This is an optimization exercise on Yosys and OpenROAD, whose aim is small area, not a production implementation.
The RTL was checked by simulation tests, not by an equivalence proof against the original design.
No activity file was given, so power comes from the tool's default toggle rates.

==> module register_file, before the edit <==
module register_file #(
  parameter bit BYPASS = 1'b1
) (
  input  logic        Clock,
  input  logic        NReset,
  input  logic        WriteEnable,
  input  logic [4:0]  WriteAddr,
  input  logic [31:0] WriteData,
  input  logic [4:0]  ReadAddrA,
  input  logic [4:0]  ReadAddrB,
  output logic [31:0] ReadDataA,
  output logic [31:0] ReadDataB,
  input  logic [4:0]  DebugAddr,
  output logic [31:0] DebugData
);
  logic [31:0] r [1:31];
  logic [31:1] valid;
  logic [31:1] wsel;
  logic        wr;
  logic        bypA, bypB;
  logic [31:0] selA, selB, selD;
  always_comb begin
    wr = NReset && WriteEnable && WriteAddr != 5'd0;
    for (int i = 1; i < 32; i++) wsel[i] = wr && WriteAddr == 5'(i);
  end
  always_ff @(posedge Clock or negedge NReset)
    if (!NReset) valid <= '0;
    else valid <= valid | wsel;
  always_ff @(posedge Clock)
    for (int i = 1; i < 32; i++)
      if (wsel[i]) r[i] <= WriteData;
  always_comb begin
    bypA = BYPASS && wr && ReadAddrA == WriteAddr;
    bypB = BYPASS && wr && ReadAddrB == WriteAddr;
    selA[0] = bypA;
    selB[0] = bypB;
    selD[0] = 1'b0;
    for (int i = 1; i < 32; i++) begin
      selA[i] = !bypA && valid[i] && ReadAddrA == 5'(i);
      selB[i] = !bypB && valid[i] && ReadAddrB == 5'(i);
      selD[i] = valid[i] && DebugAddr == 5'(i);
    end
  end
  for (genvar b = 0; b < 32; b++) begin : g_bit
    logic [31:0] col;
    assign col[0] = WriteData[b];
    for (genvar i = 1; i < 32; i++) begin : g_col
      assign col[i] = r[i][b];
    end
    rf_sel32 u_a (.sel(selA), .d(col), .y(ReadDataA[b]));
    rf_sel32 u_b (.sel(selB), .d(col), .y(ReadDataB[b]));
    rf_sel31 u_d (.sel(selD[31:1]), .d(col[31:1]), .y(DebugData[b]));
  end
endmodule
==> flow/config.mk <==
export PLATFORM = sky130hd
export DESIGN_NAME = register_file
export DESIGN_NICKNAME = register_file
export VERILOG_FILES = /design/flow/design.v
export SDC_FILE = /design/flow/constraint.sdc
export NUM_CORES = 4
export LEC_CHECK = 0
export CAP_MARGIN = 10
export CELL_PAD_IN_SITES_DETAIL_PLACEMENT = 1
export CELL_PAD_IN_SITES_GLOBAL_PLACEMENT = 1
export CORE_MARGIN = 2
export CORE_UTILIZATION = 35
export PLACE_DENSITY = 0.5
export SETUP_SLACK_MARGIN = 0.05
export SLEW_MARGIN = 10
export SYNTH_HIERARCHICAL = 1
==> flow/constraint.sdc <==
create_clock -name core_clock -period 8.0 [get_ports {Clock}]
set_input_delay 1.6000 -clock core_clock [delete_from_list [all_inputs] [get_ports {Clock}]]
set_output_delay 1.6000 -clock core_clock [all_outputs]
set_load 0.01 [all_outputs]
standard.sh (not shown) runs the stock make flow with config.mk's settings and CLKGATE_MAP_FILE= SYNTH_SCRIPT=/design/flow/synth_recipe.tcl, a recipe that flattens the netlist after the stock synthesis.
==> flow/flow/run.sh <==
#!/bin/bash
# Standard ORFS layout (standard synthesis unchanged) with smaller port buffers and a clock tree
# without dummy loads and with larger sink clusters.
set -euo pipefail
bash standard.sh \
  "BUFFER_PORTS_ARGS=-buffer_cell sky130_fd_sc_hd__buf_2" \
  "CTS_ARGS=-sink_clustering_enable -repair_clock_nets -dont_use_dummy_load -buf_list sky130_fd_sc_hd__clkbuf_16 -sink_clustering_size 20 -sink_clustering_max_diameter 100" \
  finish > standard.log 2>&1
==> next run, changes <==
--- a/flow/design.v
+++ b/flow/design.v
@@ -18,29 +18,41 @@
   logic [31:1] wsel;
   logic        wr;
   logic        bypA, bypB;
   logic [31:0] selA, selB, selD;
+  logic [7:0] whi, ahi, bhi, dhi;
+  logic [3:0] wlo, alo, blo, dlo;
   always_comb begin
-    wr = NReset && WriteEnable && WriteAddr != 5'd0;
-    for (int i = 1; i < 32; i++) wsel[i] = wr && WriteAddr == 5'(i);
+    wr   = NReset && WriteEnable && WriteAddr != 5'd0;
+    bypA = BYPASS && wr && ReadAddrA == WriteAddr;
+    bypB = BYPASS && wr && ReadAddrB == WriteAddr;
+    for (int j = 0; j < 8; j++) begin
+      whi[j] = WriteAddr[4:2] == 3'(j);
+      ahi[j] = ReadAddrA[4:2] == 3'(j);
+      bhi[j] = ReadAddrB[4:2] == 3'(j);
+      dhi[j] = DebugAddr[4:2] == 3'(j);
+    end
+    for (int k = 0; k < 4; k++) begin
+      wlo[k] = NReset && WriteEnable && WriteAddr[1:0] == 2'(k);
+      alo[k] = !bypA && ReadAddrA[1:0] == 2'(k);
+      blo[k] = !bypB && ReadAddrB[1:0] == 2'(k);
+      dlo[k] = DebugAddr[1:0] == 2'(k);
+    end
   end
   always_ff @(posedge Clock or negedge NReset)
     if (!NReset) valid <= '0;
     else valid <= valid | wsel;
   always_ff @(posedge Clock)
     for (int i = 1; i < 32; i++)
       if (wsel[i]) r[i] <= WriteData;
-  always_comb begin
-    bypA = BYPASS && wr && ReadAddrA == WriteAddr;
-    bypB = BYPASS && wr && ReadAddrB == WriteAddr;
-    selA[0] = bypA;
-    selB[0] = bypB;
-    selD[0] = 1'b0;
-    for (int i = 1; i < 32; i++) begin
-      selA[i] = !bypA && valid[i] && ReadAddrA == 5'(i);
-      selB[i] = !bypB && valid[i] && ReadAddrB == 5'(i);
-      selD[i] = valid[i] && DebugAddr == 5'(i);
-    end
+  assign selA[0] = bypA;
+  assign selB[0] = bypB;
+  assign selD[0] = 1'b0;
+  for (genvar i = 1; i < 32; i++) begin : g_row
+    rf_and2 u_w (.a(whi[i/4]), .b(wlo[i%4]), .y(wsel[i]));
+    rf_and3 u_a (.a(ahi[i/4]), .b(alo[i%4]), .c(valid[i]), .y(selA[i]));
+    rf_and3 u_b (.a(bhi[i/4]), .b(blo[i%4]), .c(valid[i]), .y(selB[i]));
+    rf_and3 u_d (.a(dhi[i/4]), .b(dlo[i%4]), .c(valid[i]), .y(selD[i]));
   end
   for (genvar b = 0; b < 32; b++) begin : g_bit
     logic [31:0] col;
     assign col[0] = WriteData[b];
@@ -98,8 +110,20 @@
   rf_nand4 u1 (.a(n[4]), .b(n[5]), .c(n[6]), .d(n[7]), .y(p[1]));
   rf_nand3 u2 (.a(n[8]), .b(n[9]), .c(n[10]), .y(p[2]));
   rf_or3   u3 (.a(p[0]), .b(p[1]), .c(p[2]), .y(y));
 endmodule
+module rf_and2 (
+  input  logic a, b,
+  output logic y
+);
+  assign y = a && b;
+endmodule
+module rf_and3 (
+  input  logic a, b, c,
+  output logic y
+);
+  assign y = a && b && c;
+endmodule
 module rf_aoi222 (
   input  logic a1, a2, b1, b2, c1, c2,
   output logic y
 );
Total power is about the same.
Synthesized area went down by 0.38%.
First-iteration DRC count increases by 29%.
Cell count shrinks by 1.5%.
Die area went down by 0.38%.
Register-to-register slack barely changes.
Utilization fell by 0.60 points.
Sequential share of layout area came out higher by 0.99 points.
Worst hold slack improves by 11 ps.
Global-route usage increases by 0.76 points.

what the ideal ports hide:
The flow's constraints put no driver on any port. The routed layouts listed below were extracted and timed again, unchanged, in two steps. Step 1 sets driving cells, clkbuf_16 on the clock port and buf_2 on the other inputs (assumed; they add their load-dependent delay and slew). Step 2 moves the port delays by t, midway between the first and last clock arrival at a register: inputs arrive t later, outputs are due t later. That takes back most of the time a late clock gives input paths. Three values: ideal, step 1, step 2; two values: the first two.
| run | t, ns | setup slack, ns | clock arrival spread, ns | pins driven straight from the clock port |
|---|---|---|---|---|
| the first run | 0.784 | 1.117 / 1.096 / 1.096 | 0.035 / 0.034 | 1 |
| the second run | 0.791 | 0.966 / 0.947 / 0.947 | 0.077 / 0.077 | 1 |
After both steps setup and hold are still met in every run listed. The setup slack of the first run, which loses most, moves by -0.021 ns with the drivers and by -0.021 ns with both steps.
